What follows belongs to an exercise in optimizing a design on an open flow for small area and few clock cycles; a production flow would make more cautious choices.
Where RTL was checked, it was by simulation tests only, not by an equivalence proof against the original.
Only the layout flow was run in runs 2 and 3; the RTL was not checked for function there.
Power is estimated from default activity; no workload was simulated.

File: flow/config.mk
export PLATFORM = sky130hd
export DESIGN_NAME = match_token_emitter
export DESIGN_NICKNAME = match_token_emitter
export VERILOG_FILES = /design/flow/design.v
export SDC_FILE = /design/flow/constraint.sdc
export NUM_CORES = 4
export LEC_CHECK = 0
export CAP_MARGIN = 20
export CORE_MARGIN = 2
export CORE_UTILIZATION = 40
export SLEW_MARGIN = 20
File: flow/design.v
`timescale 1ns / 1ps
package mte_pkg;
  localparam int POS_BITS = 32;
  localparam int MIN_LEN_BITS = 8;
  localparam logic [MIN_LEN_BITS-1:0] MIN_LEN_RESET = MIN_LEN_BITS'(32);
  localparam logic MODE_MATCH     = 1'b0;
  localparam logic MODE_BLOCK_END = 1'b1;
  typedef logic [POS_BITS-1:0] pos_t;
  typedef struct packed {
    logic        mode;
    logic [31:0] dest_pos;
    logic [31:0] src_pos;
    logic [31:0] match_len;
    logic [31:0] block_len;
  } item_t;
  typedef struct packed {
    logic        is_block_end;
    logic [31:0] literal_start;
    logic [31:0] literal_len;
    logic [31:0] src_offset;
    logic [31:0] kept_len;
    logic [31:0] block_unmatched;
    logic [31:0] block_matched;
    logic [31:0] block_overlap;
  } token_t;
  typedef struct packed {
    pos_t cursor;
    pos_t unmatched_count;
    pos_t matched_count;
    pos_t overlap_count;
  } state_t;
endpackage
`timescale 1ns / 1ps
module mte_step (
  input  mte_pkg::item_t                        item,
  input  mte_pkg::state_t                       state,
  input  logic [mte_pkg::MIN_LEN_BITS-1:0]      min_len,
  output logic                                  emit,
  output mte_pkg::token_t                       token,
  output mte_pkg::state_t                       state_next
);
  logic        mode;
  logic [31:0] d, s, len, x, c;
  logic [31:0] t, tm, lit, kept, s_kept, unm, ov_op;
  logic        behind;
  logic [32:0] k;
  logic [32:0] end_pos;
  logic [7:0]  thr;
  logic        keep;
  assign mode = item.mode;
  assign d    = item.dest_pos;
  assign s    = item.src_pos;
  assign len  = item.match_len;
  assign c    = state.cursor;
  assign x    = mode ? item.block_len : d;
  assign {behind, t} = {1'b0, x} - {1'b0, c};
  assign lit    = behind ? 32'd0 : t;
  assign tm     = behind ? t : 32'd0;
  assign k      = {1'b0, len} + {behind, tm};
  assign kept   = k[31:0];
  assign s_kept = s - tm;
  assign unm    = state.unmatched_count + lit;
  assign end_pos = {1'b0, d} + {1'b0, len};
  assign thr    = min_len | {7'd0, behind && ~|min_len};
  assign keep   = !k[32] && ((|k[31:8]) || (k[7:0] >= thr));
  assign emit   = mode || keep;
  assign ov_op  = keep ? ~tm : len;
  always_comb begin
    token                 = '0;
    token.is_block_end    = mode;
    token.literal_start   = c;
    token.literal_len     = lit;
    token.src_offset      = mode ? 32'd0 : s_kept;
    token.kept_len        = mode ? 32'd0 : kept;
    token.block_unmatched = mode ? unm : 32'd0;
    token.block_matched   = mode ? state.matched_count : 32'd0;
    token.block_overlap   = mode ? state.overlap_count : 32'd0;
    state_next = state;
    state_next.overlap_count = state.overlap_count + ov_op + {31'd0, keep};
    if (keep) begin
      state_next.cursor          = end_pos[32] ? 32'hFFFF_FFFF : end_pos[31:0];
      state_next.matched_count   = state.matched_count + kept;
      state_next.unmatched_count = unm;
    end
    if (mode) state_next = '0;
  end
endmodule
`timescale 1ns / 1ps
module match_token_emitter (
  input  logic                              clk,
  input  logic                              rst,
  input  logic                              item_valid,
  output logic                              item_ready,
  input  mte_pkg::item_t                    item,
  output logic                              token_valid,
  input  logic                              token_ready,
  output mte_pkg::token_t                   token,
  input  logic                              cfg_valid,
  output logic                              cfg_ready,
  input  logic [mte_pkg::MIN_LEN_BITS-1:0]  cfg_min_match_len
);
  logic [mte_pkg::MIN_LEN_BITS-1:0] min_len;
  mte_pkg::state_t                  state;
  mte_pkg::state_t                  state_next;
  logic                             emit;
  assign cfg_ready   = 1'b1;
  assign item_ready  = token_ready || !emit;
  assign token_valid = item_valid && token_ready && emit;
  always_ff @(posedge clk) begin
    if (rst) begin
      min_len <= mte_pkg::MIN_LEN_RESET;
    end else if (cfg_valid && cfg_ready) begin
      min_len <= cfg_min_match_len;
    end
  end
  mte_step u_step (
    .item       (item),
    .state      (state),
    .min_len    (min_len),
    .emit       (emit),
    .token      (token),
    .state_next (state_next)
  );
  always_ff @(posedge clk) begin
    if (rst) begin
      state <= '0;
    end else if (item_valid && item_ready) begin
      state <= state_next;
    end
  end
endmodule
File: flow/constraint.sdc
create_clock -name core_clock -period 10.0 [get_ports {clk}]
set_input_delay 2.0000 -clock core_clock [delete_from_list [all_inputs] [get_ports {clk}]]
set_output_delay 2.0000 -clock core_clock [all_outputs]
set_load 0.01 [all_outputs]
File: flow/run.sh
#!/bin/bash
# synth_recipe.tcl (not shown) runs the flow's synth.tcl, then flattens the netlist and writes it again
# the make line also repeats each setting of config.mk as NAME=value (left out here)
make -C /OpenROAD-flow-scripts/flow DESIGN_CONFIG=/design/flow/config.mk WORK_HOME=/design/flow/orfs CLKGATE_MAP_FILE= SYNTH_SCRIPT=/design/flow/synth_recipe.tcl finish
==> out/results.ini, run 1 <==
[finish]
layout.nets = 3762
area_growth_pct = 59.32
finish.utilization = 0.6466
layout-drive-gt1-share = 0.2691
final_cells = 3990
multi_input_area_mm2 = 0.01519
fillers = 3960
seq_area_mm2 = 0.002723

[setup_path]
cp_slowest_cell = fa_2
start_kind = input port
critPathCaptureType = flip-flop
arrival_ns = 10.71
reg2reg_slack_ns = 1.24
crit_required_ns = 10.34
r2r-end = state[30]
crit_buf_inv = 11
critPathKind = input port to flip-flop
r2r_cells = 45
path_delay_family = compound AO/OA/AOI/OAI gates
cpPeakStageDelay_ns = 0.55
rr_startpoint = state[96]
worstPathMaxFanout = 6

[synthesis]
yosys.area.top_type = ha_1
ys_async_sr_fraction = 0
synth-main-ff-cell = dfxtp_1
synth_top_family_by_area = compound AO/OA/AOI/OAI gates
ys_top_cells_by_count = nor2_1, ha_1, a21oi_1
syn_inst = 2455
synth_xor_area_frac = 0.08961
synth_most_common_cell = nor2_1
synth.mux.area_fraction = 0.03952
synth_area_leaders = ha_1, dfxtp_1, nor2_1
synth_top_area_frac = 0.1579
yosys.area_share.simple = 0.2258
synth_compound_area_frac = 0.2636
yosysWarnings = 2
mappedNetlistArea_mm2 = 0.01798
synth_cell_types = 84
ys_seq_elements = 136
syn_avg_cell_area_um2 = 7.326
synth_fa_ha_area_frac = 0.1668
syn-num-nets = 2832
seq_area_frac_synth = 0.1514
synth-edff-count = 0

[sta]
tightest_slew_ns = 1.143
rsz0062_at_grt = true
hold_viol_final = 0
fin_skew_ns = 0.01219
maxSlewViolCount = 0
max_freq_mhz = 96.41
period_needed_ns = 10.37
finalSetupViolCount = 10
holdWs_ns = 0.4687
maxSlewHeadroom = 0.2364
layout_setup_ws_ns = -0.3724
min_period_over_period = 1.037
tns_ns = -1.779

[clock_tree]
cts_sinks = 136
tritoncts = yes
insertion_delay_ns = 0.50
cts-buffers-inserted = 17
ctsHoldBuffers = 0
path_clk_slew_ns = 0.07
cts_buffer_depth = 2
cts-root-buf = clkbuf_16
htreeDepth = 4

[global_route]
first_global_vias = 21020
track_usage = 0.3368
antenna_found_initial = 4
grt_max_degree = 82
grt_pass1_wl_mm = 120.4
overflow = 0

[routing]
drc = 0
vias = 21860
wl_mm = 81.56
ant_nets = 0
drt_iter0_drc = 1522
avgRoutedWirePerCell_um = 20.44
avgViaCountPerCell = 5.479
first_pass_iters = 5

[placement]
place_inst = 3887
place_congestion = 0.9836
dpl.hpwl_mm = 66.02
port_buffers = 368
dp_slack_ns = -1.591

[power]
p_per_area_mw_per_mm2 = 186.3
leakage_nw = 13.26
vdd_drop_max_v = 0.0001164

[die]
die_area_mm2 = 0.04667
start_util = 0.4058
die_h_um = 216.0
rows = 77
fp.dieW_um = 216.0
ios = 370
core_mm2 = 0.04432

[hold_path]
hold_path.class = flip-flop to flip-flop
min_to = state[85]
whs_path_depth = 2
min_from = state[85]

[flow_run]
max-cap-violations = 0

[outcome]
violatedChecks = negative setup slack
outcome = failed layout checks

-- where the power goes --
| group | switching, mW | internal [mW] |
|---|---|---|
| Clock | 0.300 | 0.407 |
| Combinational | 1.97 | 2.02 |
| Sequential | 0.0478 | 0.590 |
| Total | 2.32 | 3.02 |
-- routing by layer --
layer	vias up	global-route usage	part of all wire
li1	10580	-	-
met5	-	0	0.00044
met1	10350	0.4287	0.44
met2	752	0.5607	0.46
met3	169	0.06385	0.065
met4	6	0.1311	0.040
-- cells in the final DEF, fill, tap and decap left out, types with 105 or more instances in the layout --
cell type,synthesis,routed
ha_1,227,205
clkdlybuf4s50_1,0,337
nor2_1,333,317
a21oi_1,201,181
inv_1,139,134
xnor2_1,117,110
nand2_1,160,154
and2_1,127,126
buf_4,34,637
o21ai_0,138,105
dfxtp_1,136,136
-- cell type report --
cell class,instances,share of cell area
timing repair buffer,1027,0.3089
clock inverter,12,0.005808
multi-input combinational,2062,0.5300
inverter,141,0.01856
sequential,136,0.09502
antenna,1,0.00008733
clock buffer,19,0.01581
tap,592,0.02585
-- logic make-up after synthesis --
| family | Yosys count |
|---|---|
| buf+inv | 257 |
| fa+ha+maj | 235 |
| xor+xnor | 184 |
| mux | 67 |
| other cells | 1 |
| compound gates | 722 |
| simple gates | 853 |
| flops | 136 |
-- worst max-delay path by stage --
stage	from	depth (start not counted)	slack, ns	endpoint
2_1_floorplan	item[128]	45	-0.34	state[30]
3_3_place_gp	item[96]	43	-1.51	state[31]
3_5_place_dp	item[96]	43	-1.59	state[31]
4_1_cts	item[128]	42	-0.51	state[31]
5_1_grt	item[114]	46	-0.66	state[30]
6_report	item[128]	46	-0.37	state[30]
-- registers in the layout, summed over array words and instances, names as in the netlist --
register and cells:
min_len 8, state 128
-- tightest hold or removal path, delay by kind of cell, from the launching register on --
family | cells | cell delay, ns
AND/OR/NAND/NOR | 1 | 0.05
flip-flops | 1 | 0.32
AO/OA/AOI/OAI | 1 | 0.05
-- what timing repair did --
| action | in CTS | in global routing |
|---|---|---|
| cloned | 3 | 2 |
| gates resized for setup | 146 | 92 |
| setup endpoints to repair | 56 | 58 |
| setup buffers | 45 | 25 |
| pin swaps | 83 | 79 |
-- stage by stage --
stage          power, mW  cell area [um^2]
2_1_floorplan      2.532             18510
3_3_place_gp       4.238             26670
3_5_place_dp       4.267             26670
4_1_cts            5.168             28120
5_1_grt            5.664             28650
6_report           5.339             28650
Testbench counts, summed over its fixed seeds: cycles 24,000.
==> run 2: changes to the inputs <==
--- a/flow/design.v
+++ b/flow/design.v
@@ -31,6 +31,39 @@
   } state_t;
 endpackage
 `timescale 1ns / 1ps
+module mte_add #(
+  parameter int W = 32
+) (
+  input  logic [W-1:0] a,
+  input  logic [W-1:0] b,
+  input  logic         ci,
+  output logic [W-1:0] s,
+  output logic         co
+);
+  localparam int N = W + 1;
+  localparam int L = $clog2(N);
+  logic [N-1:0] p, g;
+  logic [N-1:0] gg [0:L];
+  logic [N-1:0] pp [0:L];
+  assign p = {a ^ b, 1'b0};
+  assign g = {a & b, ci};
+  assign gg[0] = g;
+  assign pp[0] = p;
+  for (genvar l = 0; l < L; l++) begin : g_lvl
+    for (genvar i = 0; i < N; i++) begin : g_bit
+      if ((i >> l) % 2 == 1) begin : g_op
+        localparam int J = ((i >> l) << l) - 1;
+        assign gg[l+1][i] = gg[l][i] | (pp[l][i] & gg[l][J]);
+        assign pp[l+1][i] = pp[l][i] & pp[l][J];
+      end else begin : g_pass
+        assign gg[l+1][i] = gg[l][i];
+        assign pp[l+1][i] = pp[l][i];
+      end
+    end
+  end
+  assign s  = p[N-1:1] ^ gg[L][N-2:0];
+  assign co = gg[L][N-1];
+endmodule
 module mte_step (
   input  mte_pkg::item_t                        item,
   input  mte_pkg::state_t                       state,
@@ -41,30 +74,37 @@
 );
   logic        mode;
   logic [31:0] d, s, len, x, c;
-  logic [31:0] t, tm, lit, kept, s_kept, unm, ov_op;
-  logic        behind;
-  logic [32:0] k;
-  logic [32:0] end_pos;
+  logic [31:0] t, lit, kb, kept, s_back, s_kept, unm, ov_op, m_sum, o_sum, e;
+  logic        ahead, behind, kneg, e_co, keep, keep_b, keep_a;
   logic [7:0]  thr;
-  logic        keep;
   assign mode = item.mode;
   assign d    = item.dest_pos;
   assign s    = item.src_pos;
   assign len  = item.match_len;
   assign c    = state.cursor;
   assign x    = mode ? item.block_len : d;
-  assign {behind, t} = {1'b0, x} - {1'b0, c};
+  mte_add #(32) u_t (.a(x), .b(~c), .ci(1'b1), .s(t), .co(ahead));
+  assign behind = !ahead;
   assign lit    = behind ? 32'd0 : t;
-  assign tm     = behind ? t : 32'd0;
-  assign k      = {1'b0, len} + {behind, tm};
-  assign kept   = k[31:0];
-  assign s_kept = s - tm;
-  assign unm    = state.unmatched_count + lit;
-  assign end_pos = {1'b0, d} + {1'b0, len};
-  assign thr    = min_len | {7'd0, behind && ~|min_len};
-  assign keep   = !k[32] && ((|k[31:8]) || (k[7:0] >= thr));
+  logic [32:0] ka, kc, kf;
+  assign ka = {1'b0, d} ^ {1'b0, len} ^ {1'b1, ~c};
+  assign kc = ({1'b0, d} & {1'b0, len}) | ({1'b0, d} & {1'b1, ~c}) | ({1'b0, len} & {1'b1, ~c});
+  mte_add #(33) u_k (.a(ka), .b({kc[31:0], 1'b1}), .ci(1'b0), .s(kf), .co());
+  assign kb   = kf[31:0];
+  assign kneg = kf[32];
+  assign thr    = min_len | {7'd0, ~|min_len};
+  assign keep_b = !kneg && ((|kb[31:8]) || (kb[7:0] >= thr));
+  assign keep_a = (|len[31:8]) || (len[7:0] >= min_len);
+  assign keep   = behind ? keep_b : keep_a;
   assign emit   = mode || keep;
-  assign ov_op  = keep ? ~tm : len;
+  assign kept   = behind ? kb : len;
+  mte_add #(32) u_s (.a(s), .b(~t), .ci(1'b1), .s(s_back), .co());
+  assign s_kept = behind ? s_back : s;
+  mte_add #(32) u_u (.a(state.unmatched_count), .b(lit), .ci(1'b0), .s(unm), .co());
+  mte_add #(32) u_m (.a(state.matched_count), .b(kept), .ci(1'b0), .s(m_sum), .co());
+  assign ov_op = keep ? (behind ? ~t : 32'd0) : len;
+  mte_add #(32) u_o (.a(state.overlap_count), .b(ov_op), .ci(keep && behind), .s(o_sum), .co());
+  mte_add #(32) u_e (.a(d), .b(len), .ci(1'b0), .s(e), .co(e_co));
   always_comb begin
     token                 = '0;
     token.is_block_end    = mode;
@@ -76,10 +116,10 @@
     token.block_matched   = mode ? state.matched_count : 32'd0;
     token.block_overlap   = mode ? state.overlap_count : 32'd0;
     state_next = state;
-    state_next.overlap_count = state.overlap_count + ov_op + {31'd0, keep};
+    state_next.overlap_count = o_sum;
     if (keep) begin
-      state_next.cursor          = end_pos[32] ? 32'hFFFF_FFFF : end_pos[31:0];
-      state_next.matched_count   = state.matched_count + kept;
+      state_next.cursor          = e_co ? 32'hFFFF_FFFF : e;
+      state_next.matched_count   = m_sum;
       state_next.unmatched_count = unm;
     end
     if (mode) state_next = '0;
--- a/flow/config.mk
+++ b/flow/config.mk
@@ -5,6 +5,7 @@
 export SDC_FILE = /design/flow/constraint.sdc
 export NUM_CORES = 4
 export LEC_CHECK = 0
+export ABC_AREA = 1
 export CAP_MARGIN = 20
 export CORE_MARGIN = 2
 export CORE_UTILIZATION = 40
==> out/results.ini, run 2 <==
[sta]
maxSlewHeadroom = 0.3728  ; +0.1364
min_period_over_period = 0.9647  ; -0.07259
hold_viol_final = 0  ; unchanged
finalSetupViolCount = 0  ; -10
period_needed_ns = 9.647  ; -0.7259 ns
holdWs_ns = 0.4731  ; +0.004441 ns
maxSlewViolCount = 0  ; unchanged
layout_setup_ws_ns = 0.3535  ; +0.7259 ns
tns_ns = 0  ; +1.779 ns
tightest_slew_ns = 0.9306  ; -0.2121 ns
max_freq_mhz = 103.7  ; +7.5%
fin_skew_ns = 0.01237  ; +0.0001859 ns

[routing]
wl_mm = 69.46  ; -15%
drt_iter0_drc = 1418  ; -6.8%
avgRoutedWirePerCell_um = 17.47  ; -15%
drc = 0  ; unchanged
ant_nets = 0  ; unchanged
vias = 20380  ; -6.8%
avgViaCountPerCell = 5.126  ; -6.4%
first_pass_iters = 6  ; +1

[setup_path]
worstPathMaxFanout = 3  ; -3
r2r_cells = 42  ; -6.7%
cp-endpoint = token[159]
reg2reg_slack_ns = 2.65  ; +1.41 ns
crit_required_ns = 8.00  ; -2.34 ns
path_delay_family = compound AO/OA/AOI/OAI gates
cp_slowest_cell = clkdlybuf4s50_1
start_kind = input port
critPathKind = input port to output port
crit_buf_inv = 8  ; -3
r2r-end = state[31]
rr_startpoint = state[111]
cpPeakStageDelay_ns = 0.65  ; +0.10 ns
worstSetupPathDepth = 32  ; -30%
worstSetupStartpoint = item[98]
arrival_ns = 7.65  ; -3.06 ns
critPathCaptureType = output port

[synthesis]
synth-edff-count = 0  ; unchanged
yosys.area.top_type = ha_1
synth_cell_types = 51  ; -39%
seq_area_frac_synth = 0.1457  ; -0.005706
synth-main-ff-cell = dfxtp_1
syn-num-nets = 3406  ; +20%
ys_top_cells_by_count = nand2_1, inv_1, a21oi_1
yosysWarnings = 8  ; +6
ys_seq_elements = 136  ; unchanged
syn_avg_cell_area_um2 = 6.295  ; -14%
synth_top_area_frac = 0.1546  ; -0.003275
synth_most_common_cell = nand2_1
synth_area_leaders = ha_1, dfxtp_1, nand2_1
syn_inst = 2969  ; +21%
mappedNetlistArea_mm2 = 0.01869  ; +3.9%
ys_async_sr_fraction = 0  ; unchanged

[die]
start_util = 0.4031  ; -0.002669
die_area_mm2 = 0.04847  ; +3.8%
rows = 79  ; +2.6%
core_mm2 = 0.04636  ; +4.6%
die_h_um = 220.2  ; +1.9%
fp.dieW_um = 220.2  ; +1.9%
ios = 370  ; unchanged

[power]
vdd_drop_max_v = 0.00009952  ; -14%
sw_frac_of_total = 0.4385  ; +0.004320
p_seq_frac = 0.179  ; +0.060
leakage_nw = 12.30  ; -7.3%
p_comb_frac = 0.598  ; -0.150
netSwitchingPower_mw = 1.465  ; -37%
internal-power_mw = 1.875  ; -38%
p_per_area_mw_per_mm2 = 137.3  ; -26%
clockPowerShare = 0.223  ; +0.091

[placement]
port_buffers = 368  ; unchanged
place_congestion = 0.9253  ; -5.9%
place_inst = 3932  ; +1.2%
dp_slack_ns = -0.03800  ; +1.553 ns
dpl.hpwl_mm = 56.10  ; -15%

[finish]
area_growth_pct = 30.19
largest_reg_flops = 128  ; unchanged
largest_register = state
reg_top3 = state (128), min_len (8)
final_common_cell = nand2_1
finish.utilization = 0.5249  ; -0.1217
final_cells = 3976  ; -0.35%
layout.nets = 3791  ; +0.77%
layout-drive-gt1-share = 0.08140  ; -0.1877
layout_common_cells = nand2_1, inv_1, clkdlybuf4s50_1

[clock_tree]
htreeDepth = 4  ; unchanged
cts-buffers-inserted = 17  ; unchanged
ctsHoldBuffers = 0  ; unchanged
cts_buffer_depth = 2  ; unchanged
insertion_delay_ns = 0.50  ; about the same
cts-root-buf = clkbuf_16
tritoncts = yes
path_clk_slew_ns = 0.06  ; about the same
cts_sinks = 136  ; unchanged

[global_route]
overflow = 0  ; unchanged
grt_max_degree = 68  ; -17%
track_usage = 0.2868  ; -0.05001
first_global_vias = 19670  ; -6.4%
grt_pass1_wl_mm = 107.3  ; -11%
antenna_found_initial = 6  ; +2

[hold_path]
hold_path.class = flip-flop to flip-flop
whs_path_depth = 2  ; unchanged

[outcome]
outcome = complete, no violations

[flow_run]
max-cap-violations = 0  ; unchanged

==> run 2: what timing repair did <==
action / 4_1_cts / 5_1_grt
setup buffers: 1 / 9
setup endpoints to repair: 7 / 27
gates resized for setup: 5 / 54
pin swaps: 0 / 11
==> run 2: cell families (layout without fill, tap and decap cells) <==
kind of cell               after synthesis  in the layout  synth area share
xor gates and xnor gates                98             98           0.04593
other                                    1              4         0.0002007
adders and majority gates              295            295            0.2232
DFF                                    136            136            0.1457
buffers and inverters                  627           1024            0.1360
and+or+nand+nor                       1231           1231            0.2782
AOI/OAI and AO/OA                      581            581            0.1707
==> run 2: cell type report <==
type | instances | area, um^2
diodes | 3 | 7.507
clock buffers | 19 | 452.9
inverters | 488 | 1841
clock inverters | 12 | 198.9
well taps | 607 | 759.5
fillers | 4619 | 22030
repair buffers | 505 | 4813
flip-flops and latches | 136 | 2723
multi-input cells | 2206 | 13540
==> run 2: tightest hold or removal path, stage by stage (launching register included) <==
cell     delay, ns
dfxtp_1       0.31
nand2_1       0.06
a21oi_1       0.05
==> run 2: how the worst min path moves through the flow <==
stage          slack, ns       from   endpoint
6_report            0.47  state[81]  state[81]
5_1_grt             0.49  state[85]  state[85]
4_1_cts             0.47  state[81]  state[81]
3_5_place_dp        0.46  state[91]  state[91]
3_3_place_gp        0.46  state[74]  state[74]
2_1_floorplan       0.45  state[75]  state[75]
==> run 2: power by group through the flow <==
stage / combinational [mW] / sequential [mW] / clock (mW)
6_report: 2.00 / 0.597 / 0.744
5_1_grt: 2.23 / 0.601 / 0.777
4_1_cts: 1.97 / 0.597 / 0.762
3_5_place_dp: 1.96 / 0.609 / 0
3_3_place_gp: 1.93 / 0.608 / 0
2_1_floorplan: 1.22 / 0.600 / 0
==> run 2: through the flow <==
step	instance area, um^2	total power, mW
after detailed placement	23450	2.569
after floorplan	18690	1.816
after global placement	23450	2.541
final	24330	3.340
after CTS	24120	3.332
after global routing	24330	3.612
==> run 2: routing by layer <==
layer | up-vias | GRT usage | share of wire
li1 | 10270 | - | -
met1 | 9417 | 0.3919 | 0.47
met2 | 582 | 0.4548 | 0.44
met3 | 103 | 0.05113 | 0.058
met4 | 6 | 0.09776 | 0.030
met5 | - | 0 | 0.00065
==> run 3: changes to the inputs <==
--- a/flow/config.mk
+++ b/flow/config.mk
@@ -9,4 +9,5 @@
 export CAP_MARGIN = 20
 export CORE_MARGIN = 2
 export CORE_UTILIZATION = 40
+export GPL_TIMING_DRIVEN = 0
 export SLEW_MARGIN = 20
==> out/results.ini, run 3 <==
[outcome]
outcome = complete, no violations

[clock_tree]
tritoncts = yes
htreeDepth = 4  ; unchanged
cts_buffer_depth = 2  ; unchanged
cts_sinks = 136  ; unchanged
ctsHoldBuffers = 0  ; unchanged
cts-root-buf = clkbuf_16
cts-buffers-inserted = 17  ; unchanged
path_clk_slew_ns = 0.07  ; about the same
insertion_delay_ns = 0.50  ; about the same

[setup_path]
cp-endpoint = token[159]
worstPathMaxFanout = 10  ; +7
cp_slowest_cell = clkdlybuf4s50_1
start_kind = input port
crit_required_ns = 8.00  ; about the same
critPathCaptureType = output port
cp_common_cell = nand2_1
critPathKind = input port to output port
r2r_cells = 42  ; unchanged
worstSetupStartpoint = item[128]
arrival_ns = 7.84  ; +0.19 ns
rr_startpoint = state[120]
r2r-end = state[31]
cpPeakStageDelay_ns = 0.63  ; -0.02 ns
reg2reg_slack_ns = 2.50  ; -0.15 ns

[finish]
final_cells = 4020  ; +1.1%
area_growth_pct = 31.26
final_common_cell = nand2_1
largest_register = state
layout-drive-gt1-share = 0.09496  ; +0.01356
layout.nets = 3836  ; +1.2%
largest_reg_flops = 128  ; unchanged
reg_top3 = state (128), min_len (8)
layout_common_cells = nand2_1, inv_1, clkdlybuf4s50_1

[routing]
ant_nets = 0  ; unchanged
drt_iter0_drc = 1684  ; +19%
avgViaCountPerCell = 5.255  ; +2.5%
avgRoutedWirePerCell_um = 19.98  ; +14%
wl_mm = 80.33  ; +16%
drc = 0  ; unchanged
vias = 21130  ; +3.7%
first_pass_iters = 5  ; -1

[sta]
tns_ns = 0  ; unchanged
maxSlewViolCount = 0  ; unchanged
maxSlewHeadroom = 0.2501  ; -0.1227
min_period_over_period = 0.9843  ; +0.01965
hold_viol_final = 0  ; unchanged
finalSetupViolCount = 0  ; unchanged
holdWs_ns = 0.4715  ; -0.001657 ns
period_needed_ns = 9.843  ; +0.1965 ns
layout_setup_ws_ns = 0.1570  ; -0.1965 ns
fin_skew_ns = 0.01723  ; +0.004861 ns
rsz0062_at_grt = true
max_freq_mhz = 101.6  ; -2.0%
tightest_slew_ns = 1.125  ; +0.1943 ns

[global_route]
grt_max_degree = 20  ; -71%
overflow = 0  ; unchanged
antenna_found_initial = 2  ; -4
grt_pass1_wl_mm = 117.1  ; +9.1%
track_usage = 0.3260  ; +0.03920
first_global_vias = 19970  ; +1.5%

[synthesis]
synth-main-ff-cell = dfxtp_1
yosysWarnings = 8  ; unchanged
ys_top_cells_by_count = nand2_1, inv_1, a21oi_1
ys_seq_elements = 136  ; unchanged
yosys.area.top_type = ha_1
synth_cell_types = 51  ; unchanged
seq_area_frac_synth = 0.1457  ; unchanged
syn_avg_cell_area_um2 = 6.295  ; unchanged
synth_top_area_frac = 0.1546  ; unchanged
synth_most_common_cell = nand2_1
mappedNetlistArea_mm2 = 0.01869  ; unchanged
synth_area_leaders = ha_1, dfxtp_1, nand2_1
synth-edff-count = 0  ; unchanged
syn-num-nets = 3406  ; unchanged
ys_async_sr_fraction = 0  ; unchanged
syn_inst = 2969  ; unchanged

[die]
ios = 370  ; unchanged
fp.dieW_um = 220.2  ; unchanged
die_h_um = 220.2  ; unchanged
core_mm2 = 0.04636  ; unchanged
die_area_mm2 = 0.04847  ; unchanged
start_util = 0.4031  ; unchanged
rows = 79  ; unchanged

[placement]
place_inst = 3944  ; +0.31%
port_buffers = 368  ; unchanged
place_congestion = 0.9509  ; +2.8%
dpl.hpwl_mm = 66.68  ; +19%
dp_slack_ns = -4.087  ; -4.049 ns

[hold_path]
min_from = state[87]
hold_path.class = flip-flop to flip-flop

[power]
leakage_nw = 12.15  ; -1.2%
vdd_drop_max_v = 0.0001065  ; +7.0%
p_per_area_mw_per_mm2 = 134.0  ; -2.4%
finalPower_mw = 3.287  ; -1.6%

[flow_run]
max-cap-violations = 0  ; unchanged

run 3: cell counts after synthesis:
Identical to the previous run, type by type.
run 3: where the power goes:
part | internal, mW | switching [mW]
registers | 0.570 | 0.0284
logic | 0.830 | 1.21
clock network | 0.349 | 0.296
run 3: worst min path at each step:
| stage | end | slack (ns) | depth (start not counted) |
|---|---|---|---|
| 2_1_floorplan | state[75] | 0.45 | 2 |
| 3_3_place_gp | state[88] | 0.46 | 2 |
| 3_5_place_dp | state[84] | 0.46 | 2 |
| 4_1_cts | state[84] | 0.47 | 2 |
| 5_1_grt | state[91] | 0.49 | 2 |
| 6_report | state[87] | 0.47 | 2 |
run 3: stage by stage:
stage          area [um^2]  utilization
6_report             24530       0.5292
5_1_grt              24530       0.5291
4_1_cts              24250       0.5231
3_5_place_dp         23140       0.4991
3_3_place_gp         23140       0.4991
2_1_floorplan        18690            -
run 3: cell families after synthesis:
logic type | Yosys count | synth area share
simple gates | 1231 | 0.2782
buf+inv | 627 | 0.1360
compound gates | 581 | 0.1707
fa+ha+maj | 295 | 0.2232
flops | 136 | 0.1457
xor+xnor | 98 | 0.04593
other cells | 1 | 0.0002007
run 3: layer usage:
layer	global-route usage	wire, um	vias to the layer above
met4	0.1320	2963	0
met3	0.04495	5068	138
li1	-	-	10390
met5	0	0	-
met1	0.4306	35710	9842
met2	0.5357	36580	760
run 3: worst max-delay path, delay by kind of cell:
family | cells | cell delay, ns
AOI/OAI and AO/OA | 9 | 1.62
and+or+nand+nor | 9 | 0.85
buffers and inverters | 9 | 1.65
adders and majority gates | 3 | 0.97
xor gates and xnor gates | 2 | 0.74
run 3: area by class of cell:
type	count	area (um^2)
Fill cell	4733	21830
Inverter	488	1839
Clock buffer	19	442.9
Buffer	138	960.9
Clock inverter	13	122.6
Sequential cell	136	2723
Timing Repair Buffer	412	3955
Multi-Input combinational cell	2206	13730
Antenna cell	1	2.502
Tap cell	607	759.5
run 3: what timing repair did:
item                       4_1_cts  5_1_grt
pin swaps                       22       31
setup endpoints to repair      203       49
buffers inserted                27       17
resized for setup              169       86
gates cloned                     1        0
==> run 4: changes to the inputs <==
--- a/flow/design.v
+++ b/flow/design.v
@@ -41,7 +41,7 @@
   output logic         co
 );
   localparam int N = W + 1;
-  localparam int L = $clog2(N);
+  localparam int L = 6;   
   logic [N-1:0] p, g;
   logic [N-1:0] gg [0:L];
   logic [N-1:0] pp [0:L];
--- a/flow/config.mk
+++ b/flow/config.mk
@@ -9,5 +9,4 @@
 export CAP_MARGIN = 20
 export CORE_MARGIN = 2
 export CORE_UTILIZATION = 40
-export GPL_TIMING_DRIVEN = 0
 export SLEW_MARGIN = 20
==> out/results.ini, run 4 <==
[global_route]
antenna_found_initial = 6  ; +4
overflow = 0  ; unchanged
grt_pass1_wl_mm = 107.3  ; -8.4%
first_global_vias = 19670  ; -1.5%
track_usage = 0.2868  ; -0.03920
grt_max_degree = 68  ; +240%

[synthesis]
synth-main-ff-cell = dfxtp_1
syn_avg_cell_area_um2 = 6.295  ; unchanged
ys_async_sr_fraction = 0  ; unchanged
mappedNetlistArea_mm2 = 0.01869  ; unchanged
syn-num-nets = 3406  ; unchanged
ys_top_cells_by_count = nand2_1, inv_1, a21oi_1
synth_area_leaders = ha_1, dfxtp_1, nand2_1
ys_seq_elements = 136  ; unchanged
yosys.area.top_type = ha_1
seq_area_frac_synth = 0.1457  ; unchanged
yosysWarnings = 8  ; unchanged
synth_top_area_frac = 0.1546  ; unchanged
synth_most_common_cell = nand2_1
syn_inst = 2969  ; unchanged
synth-edff-count = 0  ; unchanged
synth_cell_types = 51  ; unchanged

[clock_tree]
htreeDepth = 4  ; unchanged
path_clk_slew_ns = 0.06  ; about the same
cts-buffers-inserted = 17  ; unchanged
cts_buffer_depth = 2  ; unchanged
cts-root-buf = clkbuf_16
insertion_delay_ns = 0.50  ; about the same
tritoncts = yes
cts_sinks = 136  ; unchanged

[outcome]
outcome = complete, no violations

[die]
start_util = 0.4031  ; unchanged
rows = 79  ; unchanged
ios = 370  ; unchanged
die_area_mm2 = 0.04847  ; unchanged
die_h_um = 220.2  ; unchanged
core_mm2 = 0.04636  ; unchanged
fp.dieW_um = 220.2  ; unchanged

[finish]
reg_top3 = state (128), min_len (8)
area_growth_pct = 30.19
largest_reg_flops = 128  ; unchanged
finish.utilization = 0.5249  ; -0.004318
final_common_cell = nand2_1
stdcell_area_mm2 = 0.02433  ; -0.82%
layout_common_cells = nand2_1, inv_1, clkdlybuf4s50_1
fillers = 4619  ; -2.4%
largest_register = state
layout-drive-gt1-share = 0.08140  ; -0.01356
layout.nets = 3791  ; -1.2%

[setup_path]
start_kind = input port
worstPathMaxFanout = 3  ; -7
critPathCaptureType = output port
crit_buf_inv = 8  ; -1
arrival_ns = 7.65  ; -0.19 ns
path_delay_family = compound AO/OA/AOI/OAI gates
crit_required_ns = 8.00  ; about the same
critPathKind = input port to output port
cpPeakStageDelay_ns = 0.65  ; +0.02 ns
cp_slowest_cell = clkdlybuf4s50_1

[sta]
fin_skew_ns = 0.01237  ; -0.004861 ns
holdWs_ns = 0.4731  ; +0.001657 ns
maxSlewHeadroom = 0.3728  ; +0.1227
tightest_slew_ns = 0.9306  ; -0.1943 ns
max_freq_mhz = 103.7  ; +2.0%
hold_viol_final = 0  ; unchanged
layout_setup_ws_ns = 0.3535  ; +0.1965 ns
period_needed_ns = 9.647  ; -0.1965 ns
maxSlewViolCount = 0  ; unchanged
min_period_over_period = 0.9647  ; -0.01965
finalSetupViolCount = 0  ; unchanged

[power]
p_per_area_mw_per_mm2 = 137.3  ; +2.5%
leakage_nw = 12.30  ; +1.2%
netSwitchingPower_mw = 1.465  ; -4.8%
finalPower_mw = 3.340  ; +1.6%
p_seq_frac = 0.179  ; -0.003
internal-power_mw = 1.875  ; +7.2%
sw_frac_of_total = 0.4385  ; -0.02938
clockPowerShare = 0.223  ; +0.027
vdd_drop_max_v = 0.00009952  ; -6.6%
p_comb_frac = 0.598  ; -0.024

[routing]
vias = 20380  ; -3.5%
wl_mm = 69.46  ; -14%
ant_nets = 0  ; unchanged
avgRoutedWirePerCell_um = 17.47  ; -13%
drt_iter0_drc = 1418  ; -16%
drc = 0  ; unchanged
first_pass_iters = 6  ; +1
avgViaCountPerCell = 5.126  ; -2.5%

[hold_path]
hold_path.class = flip-flop to flip-flop

[placement]
dpl.hpwl_mm = 56.10  ; -16%
place_congestion = 0.9253  ; -2.7%
port_buffers = 368  ; unchanged
dp_slack_ns = -0.03800  ; +4.049 ns
placed_area_mm2 = 0.02345  ; +1.4%

[flow_run]
max-cap-violations = 0  ; unchanged

run 4: cell counts after synthesis:
Identical to the previous run, type by type.
run 4: routing by layer:
layer  routed length, um  share of wire  global-route usage  vias up
li1                    -              -                   -    10270
met1               32450           0.47              0.3919     9417
met2               30900           0.44              0.4548      582
met3                4016          0.058             0.05113      103
met4                2053          0.030             0.09776        6
met5                  45        0.00065                   0        -
run 4: logic make-up after synthesis:
logic type | after synthesis | synth area share
AO/OA/AOI/OAI | 581 | 0.1707
XOR/XNOR | 98 | 0.04593
adder cells (fa/ha/maj) | 295 | 0.2232
buffers and inverters | 627 | 0.1360
AND/OR/NAND/NOR | 1231 | 0.2782
other | 1 | 0.0002007
flip-flops | 136 | 0.1457
run 4: worst paths after layout:
path / start / end / slack (ns) / depth (start not counted)
max: item[98] / token[159] / 0.35 / 32
min: state[81] / state[81] / 0.47 / 2
max reg2reg: state[111] / state[31] / 2.65 / 42
min reg2reg: state[81] / state[81] / 0.47 / 2
run 4: layout make-up:
cell class / count / area [um^2] / share of cell area
antenna: 3 / 7.507 / 0.0003085
sequential: 136 / 2723 / 0.1119
multi-input combinational: 2206 / 13540 / 0.5563
timing repair buffer: 505 / 4813 / 0.1978
clock buffer: 19 / 452.9 / 0.01861
tap: 607 / 759.5 / 0.03121
inverter: 488 / 1841 / 0.07564
clock inverter: 12 / 198.9 / 0.008176
run 4: power groups by stage:
stage                     combinational [mW]  sequential, mW  clock [mW]
after global placement                  1.93           0.608           0
final                                   2.00           0.597       0.744
after global routing                    2.23           0.601       0.777
after floorplan                         1.22           0.600           0
after CTS                               1.97           0.597       0.762
after detailed placement                1.96           0.609           0
run 4: tightest hold or removal path, cell delays in order, from the launching register on:
cell	delay, ns
dfxtp_1	0.31
nand2_1	0.06
a21oi_1	0.05
run 4: what timing repair did:
item | 4_1_cts | 5_1_grt
buffers inserted | 1 | 9
pin swaps | 0 | 11
setup endpoints to repair | 7 | 27
gates resized for setup | 5 | 54
hold endpoints to repair | 0 | 0
hold buffers | 0 | 0
run 4: per-stage QoR:
stage | TNS (ns) | instances
global placement | -0.005635 | 3932
global route | -0.3562 | 3976
finish | 0 | 3976
detailed placement | -0.07282 | 3932
floorplan | 0 | 2969
CTS | 0 | 3964
Testbench counts of run 4, summed over its fixed seeds: cycles 24,000.
==> run 5: changes to the inputs <==
==> flow/flow/run.sh (new file) <==
#!/bin/bash
# The standard layout, with the input and output port buffers made from the
# smallest buffer cell (buf_1) instead of the cell buffer_ports picks itself.
# Each tool's full output goes to the log of its step under orfs/logs/, and
# make's own output to standard.log in this folder.
set -euo pipefail
bash standard.sh "BUFFER_PORTS_ARGS=-buffer_cell sky130_fd_sc_hd__buf_1" finish > standard.log 2>&1
==> flow/standard.sh (new file) <==
#!/bin/bash
# synth_recipe.tcl (not shown) runs the flow's synth.tcl, then flattens the netlist and writes it again
# the make line also repeats each setting of config.mk as NAME=value (left out here)
make -C /OpenROAD-flow-scripts/flow DESIGN_CONFIG=/design/flow/config.mk WORK_HOME=/design/flow/orfs CLKGATE_MAP_FILE= SYNTH_SCRIPT=/design/flow/synth_recipe.tcl "${@:-finish}"
--- a/flow/config.mk
+++ b/flow/config.mk
@@ -9,4 +9,5 @@
 export CAP_MARGIN = 20
 export CORE_MARGIN = 2
 export CORE_UTILIZATION = 40
+export GPL_TIMING_DRIVEN = 0
 export SLEW_MARGIN = 20
removed: flow/run.sh
==> out/results.ini, run 5 <==
[routing]
vias = 20470  ; +0.43%
drc = 0  ; unchanged
avgRoutedWirePerCell_um = 18.64  ; +6.7%
first_pass_iters = 7  ; +1
wl_mm = 74.75  ; +7.6%
drt_iter0_drc = 1536  ; +8.3%
ant_nets = 0  ; unchanged
avgViaCountPerCell = 5.104  ; -0.42%

[finish]
largest_register = state
finish.utilization = 0.4780  ; -0.04691
area_growth_pct = 18.56
layout.nets = 3822  ; +0.82%
layout-drive-gt1-share = 0.08387  ; +0.002471
final_common_cell = nand2_1
reg_top3 = state (128), min_len (8)
largest_reg_flops = 128  ; unchanged
fillers = 5026  ; +8.8%
stdcell_area_mm2 = 0.02216  ; -8.9%
layout_common_cells = nand2_1, inv_1, buf_1

[placement]
port_buffers = 368  ; unchanged
placed_area_mm2 = 0.02083  ; -11%
place_congestion = 0.9527  ; +3.0%
dpl.hpwl_mm = 62.04  ; +11%

[die]
rows = 79  ; unchanged
ios = 370  ; unchanged
die_area_mm2 = 0.04847  ; unchanged
fp.dieW_um = 220.2  ; unchanged
start_util = 0.4031  ; unchanged
die_h_um = 220.2  ; unchanged
core_mm2 = 0.04636  ; unchanged

[power]
p_per_area_mw_per_mm2 = 141.3  ; +3.0%
vdd_drop_max_v = 0.00009941  ; -0.10%
leakage_nw = 11.10  ; -9.8%
finalPower_mw = 3.131  ; -6.3%

[synthesis]
ys_async_sr_fraction = 0  ; unchanged
syn_inst = 2969  ; unchanged
yosysWarnings = 8  ; unchanged
synth_cell_types = 51  ; unchanged
synth-edff-count = 0  ; unchanged
mappedNetlistArea_mm2 = 0.01869  ; unchanged
syn-num-nets = 3406  ; unchanged
ys_seq_elements = 136  ; unchanged
yosys.area.top_type = ha_1
ys_top_cells_by_count = nand2_1, inv_1, a21oi_1
synth_top_area_frac = 0.1546  ; unchanged
syn_avg_cell_area_um2 = 6.295  ; unchanged
synth_most_common_cell = nand2_1
seq_area_frac_synth = 0.1457  ; unchanged
synth-main-ff-cell = dfxtp_1
synth_area_leaders = ha_1, dfxtp_1, nand2_1

[setup_path]
worstPathMaxFanout = 10  ; +7
crit_required_ns = 8.00  ; about the same
critPathKind = input port to output port
start_kind = input port
cpPeakStageDelay_ns = 0.41  ; -0.24 ns
arrival_ns = 7.72  ; +0.07 ns
cp_slowest_cell = fa_2
cp_common_cell = nor2_1
critPathCaptureType = output port

[flow_run]
max-cap-violations = 0  ; unchanged

[sta]
tightest_slew_ns = 1.159  ; +0.2289 ns
period_needed_ns = 9.717  ; +0.07015 ns
maxSlewViolCount = 0  ; unchanged
finalSetupViolCount = 0  ; unchanged
fin_skew_ns = 0.01282  ; +0.0004457 ns
min_period_over_period = 0.9717  ; +0.007015
hold_viol_final = 0  ; unchanged
maxSlewHeadroom = 0.2271  ; -0.1458
max_freq_mhz = 102.9  ; -0.72%
rsz0062_at_grt = false

[clock_tree]
htreeDepth = 4  ; unchanged
ctsHoldBuffers = 0  ; unchanged
cts_buffer_depth = 2  ; unchanged
insertion_delay_ns = 0.50  ; about the same
cts_sinks = 136  ; unchanged
cts-root-buf = clkbuf_16
path_clk_slew_ns = 0.06  ; about the same
tritoncts = yes
cts-buffers-inserted = 17  ; unchanged

[global_route]
grt_max_degree = 17  ; -75%
track_usage = 0.3043  ; +0.01750
overflow = 0  ; unchanged
grt_pass1_wl_mm = 108.6  ; +1.2%
first_global_vias = 18640  ; -5.3%
antenna_found_initial = 12  ; +6

[hold_path]
hold_path.class = flip-flop to flip-flop

[outcome]
outcome = complete, no violations

run 5: cell counts after synthesis:
No cell type changed its count.
run 5: cell type report:
cell class,instances,area (um^2),area share
Antenna cell,5,12.51,0.0005647
Buffer,137,910.9,0.04111
Clock buffer,19,452.9,0.02044
Clock inverter,13,166.4,0.007510
Inverter,488,1839,0.08301
Multi-Input combinational cell,2206,13660,0.6164
Sequential cell,136,2723,0.1229
Tap cell,607,759.5,0.03428
Timing Repair Buffer,399,1637,0.07386
run 5: timing repair:
| item | CTS | global route |
|---|---|---|
| gates resized for setup | 79 | 66 |
| cloned | 1 | 0 |
| pin swaps | 14 | 22 |
| buffers inserted | 18 | 12 |
| setup endpoints to repair | 170 | 41 |
run 5: where the power goes:
group / internal [mW] / switching [mW]
Combinational: 0.649 / 1.18
Clock: 0.407 / 0.300
Sequential: 0.570 / 0.0279
Total: 1.63 / 1.51
run 5: worst max-delay path, delay by kind of cell:
family	cells	cell delay, ns
buf+inv	9	1.37
simple gates	19	1.82
compound gates	6	1.27
xor+xnor	1	0.17
fa+ha+maj	3	1.05
run 5: cell families after synthesis:
group / Yosys count / share of synthesized area
buf+inv: 627 / 0.1360
other cells: 1 / 0.0002007
simple gates: 1231 / 0.2782
xor+xnor: 98 / 0.04593
flops: 136 / 0.1457
compound gates: 581 / 0.1707
fa+ha+maj: 295 / 0.2232
run 5: final timing paths:
kind / endpoint / slack [ns] / cells after the start / start
worst max-delay path: token[95] / 0.28 / 38 / item[128]
worst min-delay path: state[88] / 0.47 / 2 / state[88]
worst max register to register: state[31] / 2.48 / 42 / state[115]
worst min register to register: state[88] / 0.47 / 2 / state[88]
run 5: per-layer routing:
metal / global-route usage / wire length, um / up-vias
li1: - / - / 10360
met1: 0.3901 / 32110 / 9243
met2: 0.4860 / 33210 / 701
met3: 0.06474 / 5869 / 150
met4: 0.1472 / 3447 / 14
met5: 0 / 106 / -
run 5: per-stage QoR:
stage	worst slack (ns)	setup TNS [ns]	hold slack, ns	cells
after floorplan	0.1021	0	0.4479	2969
after global placement	-3.147	-175.83	0.4612	3944
after detailed placement	-3.092	-167.99	0.4589	3944
after CTS	0.006015	0	0.4701	3995
after global routing	0.008835	0	0.4856	4009
final	0.2833	0	0.4703	4010
==> run 6: changes to the inputs <==
--- a/flow/config.mk
+++ b/flow/config.mk
@@ -8,6 +8,5 @@
 export ABC_AREA = 1
 export CAP_MARGIN = 20
 export CORE_MARGIN = 2
-export CORE_UTILIZATION = 40
-export GPL_TIMING_DRIVEN = 0
+export CORE_UTILIZATION = 65
 export SLEW_MARGIN = 20
==> out/results.ini, run 6 <==
[clock_tree]
path_clk_slew_ns = 0.07  ; about the same
cts_sinks = 136  ; unchanged
cts-buffers-inserted = 17  ; unchanged
cts_buffer_depth = 2  ; unchanged
tritoncts = yes
insertion_delay_ns = 0.46  ; -0.04 ns
cts-root-buf = clkbuf_16
htreeDepth = 4  ; unchanged

[synthesis]
ys_top_cells_by_count = nand2_1, inv_1, a21oi_1
yosys.area.top_type = ha_1
syn-num-nets = 3406  ; unchanged
mappedNetlistArea_mm2 = 0.01869  ; unchanged
synth_top_area_frac = 0.1546  ; unchanged
synth-edff-count = 0  ; unchanged
ys_async_sr_fraction = 0  ; unchanged
syn_inst = 2969  ; unchanged
synth-main-ff-cell = dfxtp_1
synth_top_family_by_area = simple AND/OR/NAND/NOR gates
seq_area_frac_synth = 0.1457  ; unchanged
ys_seq_elements = 136  ; unchanged
synth.mux.area_fraction = 0  ; unchanged
synth_compound_area_frac = 0.1707  ; unchanged
synth_area_leaders = ha_1, dfxtp_1, nand2_1
yosys.area_share.simple = 0.2782  ; unchanged
syn_avg_cell_area_um2 = 6.295  ; unchanged
synth_fa_ha_area_frac = 0.2232  ; unchanged
synth_xor_area_frac = 0.04593  ; unchanged
synth_cell_types = 51  ; unchanged
synth_most_common_cell = nand2_1
yosysWarnings = 8  ; unchanged

[die]
fp.dieW_um = 173.6  ; -21%
start_util = 0.6565  ; +0.2533
ios = 370  ; unchanged
rows = 62  ; -22%
core_mm2 = 0.02847  ; -39%
die_h_um = 173.6  ; -21%
die_area_mm2 = 0.03012  ; -38%

[hold_path]
min_to = state[88]
whs_path_depth = 2  ; unchanged
min_from = state[88]
hold_path.class = flip-flop to flip-flop

[setup_path]
cp_common_cell = nand2_1
r2r-end = state[31]
r2r_cells = 41  ; -2.4%
reg2reg_slack_ns = 2.47  ; about the same
critPathKind = input port to output port
cp_slowest_cell = fa_2
critPathCaptureType = output port
worstPathMaxFanout = 25  ; +15
cpPeakStageDelay_ns = 0.48  ; +0.07 ns
rr_startpoint = state[113]
arrival_ns = 7.53  ; -0.19 ns
start_kind = input port
crit_required_ns = 8.00  ; about the same

[global_route]
overflow = 0  ; unchanged
grt_pass1_wl_mm = 96.82  ; -11%
track_usage = 0.3976  ; +0.09328
antenna_found_initial = 10  ; -2
grt_max_degree = 104  ; +87
first_global_vias = 19360  ; +3.9%

[finish]
largest_register = state
layout-drive-gt1-share = 0.04536  ; -0.03852
final_common_cell = nand2_1
multi_input_area_mm2 = 0.01344  ; -1.6%
layout_common_cells = nand2_1, inv_1, buf_1
reg_top3 = state (128), min_len (8)
fillers = 2495  ; -50%
finish.utilization = 0.7310  ; +0.2530
seq_area_mm2 = 0.002723  ; unchanged
largest_reg_flops = 128  ; unchanged
layout.nets = 3688  ; -3.5%
area_growth_pct = 11.35

[routing]
avgRoutedWirePerCell_um = 16.75  ; -10%
wl_mm = 61.29  ; -18%
drc = 0  ; unchanged
drt_iter0_drc = 1992  ; +30%
avgViaCountPerCell = 5.678  ; +11%
vias = 20780  ; +1.5%
first_pass_iters = 6  ; -1
ant_nets = 0  ; unchanged

[power]
p_per_area_mw_per_mm2 = 143.2  ; +1.3%
sw_frac_of_total = 0.4736  ; -0.007256
vdd_drop_max_v = 0.0001145  ; +15%
finalPower_mw = 2.979  ; -4.8%
clockPowerShare = 0.228  ; +0.002
p_seq_frac = 0.201  ; +0.010
p_comb_frac = 0.571  ; -0.012
netSwitchingPower_mw = 1.411  ; -6.3%
leakage_nw = 10.56  ; -4.8%
internal-power_mw = 1.569  ; -3.5%

[placement]
dpl.hpwl_mm = 47.92  ; -23%
place_congestion = 0.9683  ; +1.6%
port_buffers = 368  ; unchanged

[sta]
period_needed_ns = 9.530  ; -0.1868 ns
finalSetupViolCount = 0  ; unchanged
tightest_slew_ns = 1.143  ; -0.01624 ns
max_freq_mhz = 104.9  ; +2.0%
hold_viol_final = 0  ; unchanged
maxSlewViolCount = 0  ; unchanged
maxSlewHeadroom = 0.2379  ; +0.01083
min_period_over_period = 0.9530  ; -0.01868
fin_skew_ns = 0.01074  ; -0.002080 ns

[outcome]
outcome = complete, no violations

[flow_run]
max-cap-violations = 0  ; unchanged

[run 6: cell types whose count changed in the layout (fill, tap and decap cells not counted), sizes merged]
cell    previous run  this run
buf              461       400
inv              491       487
clkinv             4         7
diode              5        12
clkbuf            94        21
[run 6: how the worst max path moves through the flow]
stage,from,end,cells past startpoint
after floorplan,item[128],token[80],42
after global placement,item[97],token[79],38
after detailed placement,item[97],token[79],38
after CTS,item[97],token[79],38
after global routing,item[98],token[78],42
final,item[99],token[80],37
[run 6: cell type report]
class,count,share of cell area
antenna,12,0.001443
timing repair buffer,402,0.08158
sequential,136,0.1308
clock buffer,19,0.02176
inverter,488,0.08850
clock inverter,12,0.007215
tap,384,0.02309
multi-input combinational,2206,0.6456
[run 6: layer usage]
layer  wire length (um)  track usage
met1              25180       0.5278
met2              27450       0.6240
met3               5935      0.06250
met4               2730       0.2101
met5                  0            0
[run 6: cells by family after synthesis]
kind of cell / Yosys count
fa+ha+maj: 295
flops: 136
buf+inv: 627
other cells: 1
simple gates: 1231
compound gates: 581
xor+xnor: 98
[run 6: worst max-delay path: cells and delay by family]
family                     cells  cell delay [ns]
xor gates and xnor gates       1             0.16
and+or+nand+nor               19             1.62
adders and majority gates      4             1.53
AOI/OAI and AO/OA              7             1.43
buffers and inverters          6             0.80
[run 6: timing repair]
| action | CTS | global route |
|---|---|---|
| resized for setup | 0 | 9 |
| setup buffers | 0 | 2 |
| endpoints found under the setup margin | 0 | 19 |
| hold buffers | 0 | 0 |
[run 6: per-stage QoR]
stage	cells	TNS (ns)	area [um^2]	setup WS, ns	hold WS, ns
finish	3659	0	20810	0.4701	0.4735
CTS	3644	0	20720	0.2735	0.4714
global placement	3613	0	20120	0.4081	0.4592
detailed placement	3613	0	20120	0.2866	0.4605
floorplan	2969	0	18690	0.1021	0.4479
global route	3655	-0.02539	20800	-0.02539	0.4929
[run 6: power by group through the flow]
stage	sequential (mW)	combinational, mW	clock (mW)
6_report	0.598	1.70	0.681
5_1_grt	0.601	1.89	0.701
4_1_cts	0.597	1.66	0.681
3_5_place_dp	0.609	1.64	0
3_3_place_gp	0.608	1.59	0
2_1_floorplan	0.600	1.22	0
==> run 7: changes to the inputs <==
--- a/flow/config.mk
+++ b/flow/config.mk
@@ -9,4 +9,5 @@
 export CAP_MARGIN = 20
 export CORE_MARGIN = 2
 export CORE_UTILIZATION = 65
+export CTS_BUF_LIST = sky130_fd_sc_hd__clkbuf_8
 export SLEW_MARGIN = 20
==> out/results.ini, run 7 <==
[synthesis]
syn_avg_cell_area_um2 = 6.295  ; unchanged
syn-num-nets = 3406  ; unchanged
seq_area_frac_synth = 0.1457  ; unchanged
synth_area_leaders = ha_1, dfxtp_1, nand2_1
yosysWarnings = 8  ; unchanged
synth_cell_types = 51  ; unchanged
yosys.area.top_type = ha_1
mappedNetlistArea_mm2 = 0.01869  ; unchanged
ys_seq_elements = 136  ; unchanged
synth-main-ff-cell = dfxtp_1
synth-edff-count = 0  ; unchanged
ys_async_sr_fraction = 0  ; unchanged
ys_top_cells_by_count = nand2_1, inv_1, a21oi_1
synth_most_common_cell = nand2_1
syn_inst = 2969  ; unchanged
synth_top_area_frac = 0.1546  ; unchanged

[finish]
final_common_cell = nand2_1
layout_common_cells = nand2_1, inv_1, buf_1
final_cells = 3657  ; -0.055%
area_growth_pct = 10.30
largest_reg_flops = 128  ; unchanged
largest_register = state
reg_top3 = state (128), min_len (8)
finish.utilization = 0.7241  ; -0.006900
layout-drive-gt1-share = 0.04536  ; unchanged
fillers = 2535  ; +1.6%
layout.nets = 3688  ; unchanged

[setup_path]
critPathKind = input port to output port
crit_buf_inv = 6  ; unchanged
crit_required_ns = 8.00  ; about the same
critPathCaptureType = output port
path_delay_family = compound AO/OA/AOI/OAI gates
start_kind = input port
worstPathMaxFanout = 25  ; unchanged
cpPeakStageDelay_ns = 0.48  ; about the same
arrival_ns = 7.53  ; about the same
cp_common_cell = nand2_1
cp_slowest_cell = fa_2

[global_route]
grt_max_degree = 104  ; unchanged
overflow = 0  ; unchanged
grt_pass1_wl_mm = 96.26  ; -0.58%
first_global_vias = 19260  ; -0.52%
antenna_found_initial = 9  ; -1
track_usage = 0.3951  ; -0.002480

[placement]
place_inst = 3613  ; unchanged
port_buffers = 368  ; unchanged
dpl.hpwl_mm = 47.92  ; unchanged
place_congestion = 0.9683  ; unchanged
dp_slack_ns = 0.2866  ; unchanged

[routing]
vias = 20740  ; -0.16%
avgViaCountPerCell = 5.672  ; -0.11%
first_pass_iters = 6  ; unchanged
ant_nets = 0  ; unchanged
avgRoutedWirePerCell_um = 16.63  ; -0.74%
drt_iter0_drc = 1988  ; -0.20%
wl_mm = 60.80  ; -0.80%
drc = 0  ; unchanged

[die]
ios = 370  ; unchanged
rows = 62  ; unchanged
die_h_um = 173.6  ; unchanged
start_util = 0.6565  ; unchanged
die_area_mm2 = 0.03012  ; unchanged
core_mm2 = 0.02847  ; unchanged
fp.dieW_um = 173.6  ; unchanged

[outcome]
outcome = complete, no violations

[hold_path]
hold_path.class = flip-flop to flip-flop

[clock_tree]
tritoncts = yes
insertion_delay_ns = 0.51  ; +0.05 ns
path_clk_slew_ns = 0.09  ; +0.02 ns
cts-root-buf = clkbuf_8
ctsHoldBuffers = 0  ; unchanged
cts_sinks = 136  ; unchanged
htreeDepth = 4  ; unchanged
cts_buffer_depth = 2  ; unchanged
cts-buffers-inserted = 17  ; unchanged

[sta]
holdWs_ns = 0.4784  ; +0.004910 ns
layout_setup_ws_ns = 0.4698  ; -0.0002940 ns
fin_skew_ns = 0.01811  ; +0.007376 ns
tightest_slew_ns = 1.151  ; +0.007984 ns
max_freq_mhz = 104.9  ; about the same
hold_viol_final = 0  ; unchanged
maxSlewViolCount = 0  ; unchanged
finalSetupViolCount = 0  ; unchanged
maxSlewHeadroom = 0.2326  ; -0.005322
tns_ns = 0  ; unchanged
min_period_over_period = 0.9530  ; about the same
period_needed_ns = 9.530  ; +0.0002940 ns

[flow_run]
max-cap-violations = 0  ; unchanged

[power]
p_per_area_mw_per_mm2 = 136.3  ; -4.8%
vdd_drop_max_v = 0.00008709  ; -24%
leakage_nw = 10.47  ; -0.83%

==> run 7: cell counts after synthesis <==
No cell type changed its count.
==> run 7: logic make-up (layout without fill, tap and decap cells) <==
kind of cell               Yosys count  in the layout  share of synthesized area
xor gates and xnor gates            98             98                    0.04593
AOI/OAI and AO/OA                  581            581                     0.1707
other                                1             11                  0.0002007
DFF                                136            136                     0.1457
adders and majority gates          295            295                     0.2232
and+or+nand+nor                   1231           1231                     0.2782
buffers and inverters              627            921                     0.1360
==> run 7: layer usage <==
| layer | vias to the layer above | track usage | share of wire |
|---|---|---|---|
| li1 | 10080 | - | - |
| met1 | 9415 | 0.5269 | 0.42 |
| met2 | 1077 | 0.6175 | 0.44 |
| met3 | 170 | 0.06272 | 0.094 |
| met4 | 0 | 0.2073 | 0.047 |
| met5 | - | 0 | 0 |
==> run 7: layout make-up <==
| class | count | area (um^2) | area share |
|---|---|---|---|
| Timing Repair Buffer | 402 | 1698 | 0.08236 |
| Multi-Input combinational cell | 2206 | 13440 | 0.6517 |
| Antenna cell | 10 | 25.02 | 0.001214 |
| Tap cell | 384 | 480.5 | 0.02331 |
| Clock inverter | 12 | 150.1 | 0.007283 |
| Clock buffer | 19 | 261.5 | 0.01269 |
| Inverter | 488 | 1842 | 0.08934 |
| Sequential cell | 136 | 2723 | 0.1321 |
==> run 7: what timing repair did <==
action                     4_1_cts  5_1_grt
setup endpoints to repair        0       19
buffers inserted                 0        2
gates resized for setup          0        9
==> run 7: worst paths after layout <==
| check | from | end | slack (ns) | cells after the start |
|---|---|---|---|---|
| setup reg to reg | state[113] | state[31] | 2.50 | 41 |
| hold / removal | state[87] | state[87] | 0.48 | 2 |
| hold reg to reg | state[87] | state[87] | 0.48 | 2 |
| setup / recovery | item[99] | token[79] | 0.47 | 36 |
==> run 7: report_power, final <==
group	switching, mW	total [mW]	internal, mW	leakage (nW)
logic	1.10	1.70	0.595	9.16
registers	0.0284	0.598	0.569	1.10
clock network	0.258	0.516	0.257	0.204
total	1.39	2.81	1.42	10.5
==> run 7: per-stage QoR <==
step / total power [mW] / instance area, um^2
after detailed placement: 2.251 / 20120
final: 2.811 / 20610
after global routing: 3.029 / 20610
after CTS: 2.768 / 20530
after floorplan: 1.816 / 18690
after global placement: 2.199 / 20120
==> run 7: worst min-delay path, delay by kind of cell (launching register included) <==
kind | cells | cell delay (ns)
flip-flops | 1 | 0.32
AND/OR/NAND/NOR | 1 | 0.06
AO/OA/AOI/OAI | 1 | 0.06
==> run 8: changes to the inputs <==
--- a/flow/config.mk
+++ b/flow/config.mk
@@ -8,6 +8,5 @@
 export ABC_AREA = 1
 export CAP_MARGIN = 20
 export CORE_MARGIN = 2
-export CORE_UTILIZATION = 65
-export CTS_BUF_LIST = sky130_fd_sc_hd__clkbuf_8
+export CORE_UTILIZATION = 40
 export SLEW_MARGIN = 20
==> out/results.ini, run 8 <==
[sta]
max_freq_mhz = 105.9  ; +0.96%
finalSetupViolCount = 0  ; unchanged
min_period_over_period = 0.9440  ; -0.009056
layout_setup_ws_ns = 0.5603  ; +0.09056 ns
maxSlewViolCount = 0  ; unchanged
fin_skew_ns = 0.01358  ; -0.004534 ns
period_needed_ns = 9.440  ; -0.09056 ns
maxSlewHeadroom = 0.2894  ; +0.05682
tightest_slew_ns = 1.066  ; -0.08524 ns
rsz0062_at_grt = false
hold_viol_final = 0  ; unchanged
tns_ns = 0  ; unchanged

[synthesis]
yosysWarnings = 8  ; unchanged
syn-num-nets = 3406  ; unchanged
ys_async_sr_fraction = 0  ; unchanged
synth_top_area_frac = 0.1546  ; unchanged
syn_inst = 2969  ; unchanged
synth-main-ff-cell = dfxtp_1
syn_avg_cell_area_um2 = 6.295  ; unchanged
yosys.area_share.simple = 0.2782  ; unchanged
synth_xor_area_frac = 0.04593  ; unchanged
synth_compound_area_frac = 0.1707  ; unchanged
synth.mux.area_fraction = 0  ; unchanged
seq_area_frac_synth = 0.1457  ; unchanged
synth-edff-count = 0  ; unchanged
mappedNetlistArea_mm2 = 0.01869  ; unchanged
synth_most_common_cell = nand2_1
ys_seq_elements = 136  ; unchanged
synth_area_leaders = ha_1, dfxtp_1, nand2_1
synth_top_family_by_area = simple AND/OR/NAND/NOR gates
synth_cell_types = 51  ; unchanged
yosys.area.top_type = ha_1
synth_fa_ha_area_frac = 0.2232  ; unchanged
ys_top_cells_by_count = nand2_1, inv_1, a21oi_1

[placement]
dpl.hpwl_mm = 53.97  ; +13%
port_buffers = 368  ; unchanged
place_congestion = 0.9460  ; -2.3%
placed_area_mm2 = 0.02047  ; +1.8%
dp_slack_ns = 0.2666  ; -0.01999 ns

[setup_path]
cpPeakStageDelay_ns = 0.44  ; -0.04 ns
cp_common_cell = nand2_1
r2r-end = state[31]
rr_startpoint = state[111]
critPathCaptureType = output port
start_kind = input port
crit_required_ns = 8.00  ; about the same
critPathKind = input port to output port
cp_slowest_cell = fa_2
r2r_cells = 40  ; -2.4%
arrival_ns = 7.44  ; -0.09 ns
crit_buf_inv = 6  ; unchanged
reg2reg_slack_ns = 2.79  ; +0.29 ns
path_delay_family = simple AND/OR/NAND/NOR gates
worstPathMaxFanout = 38  ; +52%

[global_route]
overflow = 0  ; unchanged
grt_pass1_wl_mm = 101.9  ; +5.9%
first_global_vias = 18700  ; -2.9%
antenna_found_initial = 8  ; -1
grt_max_degree = 79  ; -24%
track_usage = 0.2735  ; -0.1216

[clock_tree]
cts-buffers-inserted = 17  ; unchanged
cts_sinks = 136  ; unchanged
ctsHoldBuffers = 0  ; unchanged
path_clk_slew_ns = 0.07  ; -0.02 ns
tritoncts = yes
cts-root-buf = clkbuf_16
insertion_delay_ns = 0.51  ; about the same
htreeDepth = 4  ; unchanged
cts_buffer_depth = 2  ; unchanged

[finish]
largest_reg_flops = 128  ; unchanged
reg_top3 = state (128), min_len (8)
stdcell_area_mm2 = 0.02119  ; +2.8%
final_common_cell = nand2_1
layout_common_cells = nand2_1, inv_1, buf_1
fillers = 4969  ; +96%
layout.nets = 3701  ; +0.35%
largest_register = state
area_growth_pct = 13.36
layout-drive-gt1-share = 0.05035  ; +0.004994
finish.utilization = 0.4570  ; -0.2671

[routing]
first_pass_iters = 5  ; -1
drt_iter0_drc = 1393  ; -30%
vias = 20030  ; -3.4%
ant_nets = 0  ; unchanged
avgRoutedWirePerCell_um = 17.13  ; +3.0%
wl_mm = 66.64  ; +9.6%
drc = 0  ; unchanged
avgViaCountPerCell = 5.149  ; -9.2%

[die]
ios = 370  ; unchanged
core_mm2 = 0.04636  ; +63%
die_h_um = 220.2  ; +27%
rows = 79  ; +27%
die_area_mm2 = 0.04847  ; +61%
start_util = 0.4031  ; -0.2533
fp.dieW_um = 220.2  ; +27%

[flow_run]
max-cap-violations = 0  ; unchanged

[hold_path]
hold_path.class = flip-flop to flip-flop
whs_path_depth = 2  ; unchanged
min_to = state[72]
min_from = state[72]

[power]
vdd_drop_max_v = 0.0001273  ; +46%
leakage_nw = 10.61  ; +1.4%
p_per_area_mw_per_mm2 = 142.5  ; +4.5%

[outcome]
outcome = complete, no violations

## run 8: report_power, final
group / leakage (nW) / total [mW] / internal, mW / switching, mW
sequential: 1.10 / 0.598 / 0.570 / 0.0279
combinational: 9.22 / 1.70 / 0.598 / 1.11
clock: 0.292 / 0.717 / 0.416 / 0.301
## run 8: worst max path at each step
stage                     startpoint   endpoint  slack, ns  depth (start not counted)
after global routing        item[98]  token[95]       0.02                         36
after floorplan            item[128]  token[80]       0.10                         42
after detailed placement   item[128]  token[80]       0.27                         38
final                      item[128]  token[95]       0.56                         35
after CTS                  item[128]  token[80]       0.25                         38
after global placement     item[128]  token[80]       0.31                         38
## run 8: routing by layer
metal	share of wire	global-route usage	routed length, um	up-vias
li1	-	-	-	10100
met1	0.46	0.3683	30910	9210
met2	0.44	0.4288	29580	615
met3	0.059	0.05058	3908	105
met4	0.033	0.1148	2228	2
met5	0.00020	0	13	-
## run 8: final cells by class
class	instances	area, um^2	share of cell area
clock inverter	15	202.7	0.009568
clock buffer	17	425.4	0.02008
sequential	136	2723	0.1285
antenna	7	17.52	0.0008268
tap	607	759.5	0.03585
timing repair buffer	415	1775	0.08381
inverter	488	1841	0.08688
multi-input combinational	2206	13440	0.6345
## run 8: cells by family (layout without fill, tap and decap cells)
group | after synthesis | in the layout
AOI/OAI and AO/OA | 581 | 581
xor gates and xnor gates | 98 | 98
adders and majority gates | 295 | 295
buffers and inverters | 627 | 935
DFF | 136 | 136
other | 1 | 8
and+or+nand+nor | 1231 | 1231
## run 8: worst reg2reg max path, delay by kind of cell (launching register included)
family / cells / cell delay, ns
flip-flops: 1 / 0.38
AND/OR/NAND/NOR: 22 / 2.52
AO/OA/AOI/OAI: 10 / 2.09
buffers and inverters: 4 / 0.53
adder cells (fa/ha/maj): 4 / 1.63
## run 8: timing repair
item | 4_1_cts | 5_1_grt
setup buffers | 0 | 4
endpoints found under the setup margin | 0 | 23
resized for setup | 0 | 16
## run 8: stage by stage
step	power (mW)	cells	hold WS, ns
after floorplan	1.816	2969	0.4479
after global placement	2.265	3848	0.4571
after detailed placement	2.291	3848	0.4630
after CTS	3.026	3880	0.4733
after global routing	3.274	3889	0.4895
final	3.019	3891	0.4733

==> what the ideal ports hide <==
The flow's constraints put no driver on any port. The routed layouts listed below were extracted and timed again, unchanged, in two steps. Step 1: set_driving_cell puts a clkbuf_16 on clk and a buf_2 on each other input, an assumption about the parent block. Step 2 times the ports against the registers' clock, not the clock port: input delays grow and output delays shrink by t, the midpoint of the rising clock arrivals with the driver on. Three values: ideal ports, drivers, drivers and shift; two values: the first two.
run | t (ns) | slack for setup (ns) | latest minus earliest clock arrival (ns) | worst register clock-pin slew, ns | pins driven straight from the clock port
run 1 | 0.553 | -0.372 / -0.373 / -0.926 | 0.013 / 0.012 | 0.07 / 0.07 | 1
run 2 | 0.545 | 0.353 / 0.325 / 0.144 | 0.014 / 0.014 | 0.07 / 0.07 | 1
run 3 | 0.544 | 0.157 / 0.133 / 0.013 | 0.018 / 0.017 | 0.07 / 0.07 | 1
run 4 | 0.545 | 0.353 / 0.325 / 0.144 | 0.014 / 0.014 | 0.07 / 0.07 | 1
run 5 | 0.542 | 0.283 / 0.261 / 0.261 | 0.015 / 0.015 | 0.07 / 0.07 | 1
run 6 | 0.508 | 0.470 / 0.347 / 0.335 | 0.011 / 0.011 | 0.07 / 0.07 | 1
run 7 | 0.556 | 0.470 / 0.346 / 0.346 | 0.018 / 0.018 | 0.10 / 0.10 | 1
run 8 | 0.555 | 0.560 / 0.521 / 0.521 | 0.013 / 0.014 | 0.07 / 0.07 | 1
For run 1, which loses most, drivers alone change the setup slack by -0.001 ns; drivers and shift together by -0.554 ns.
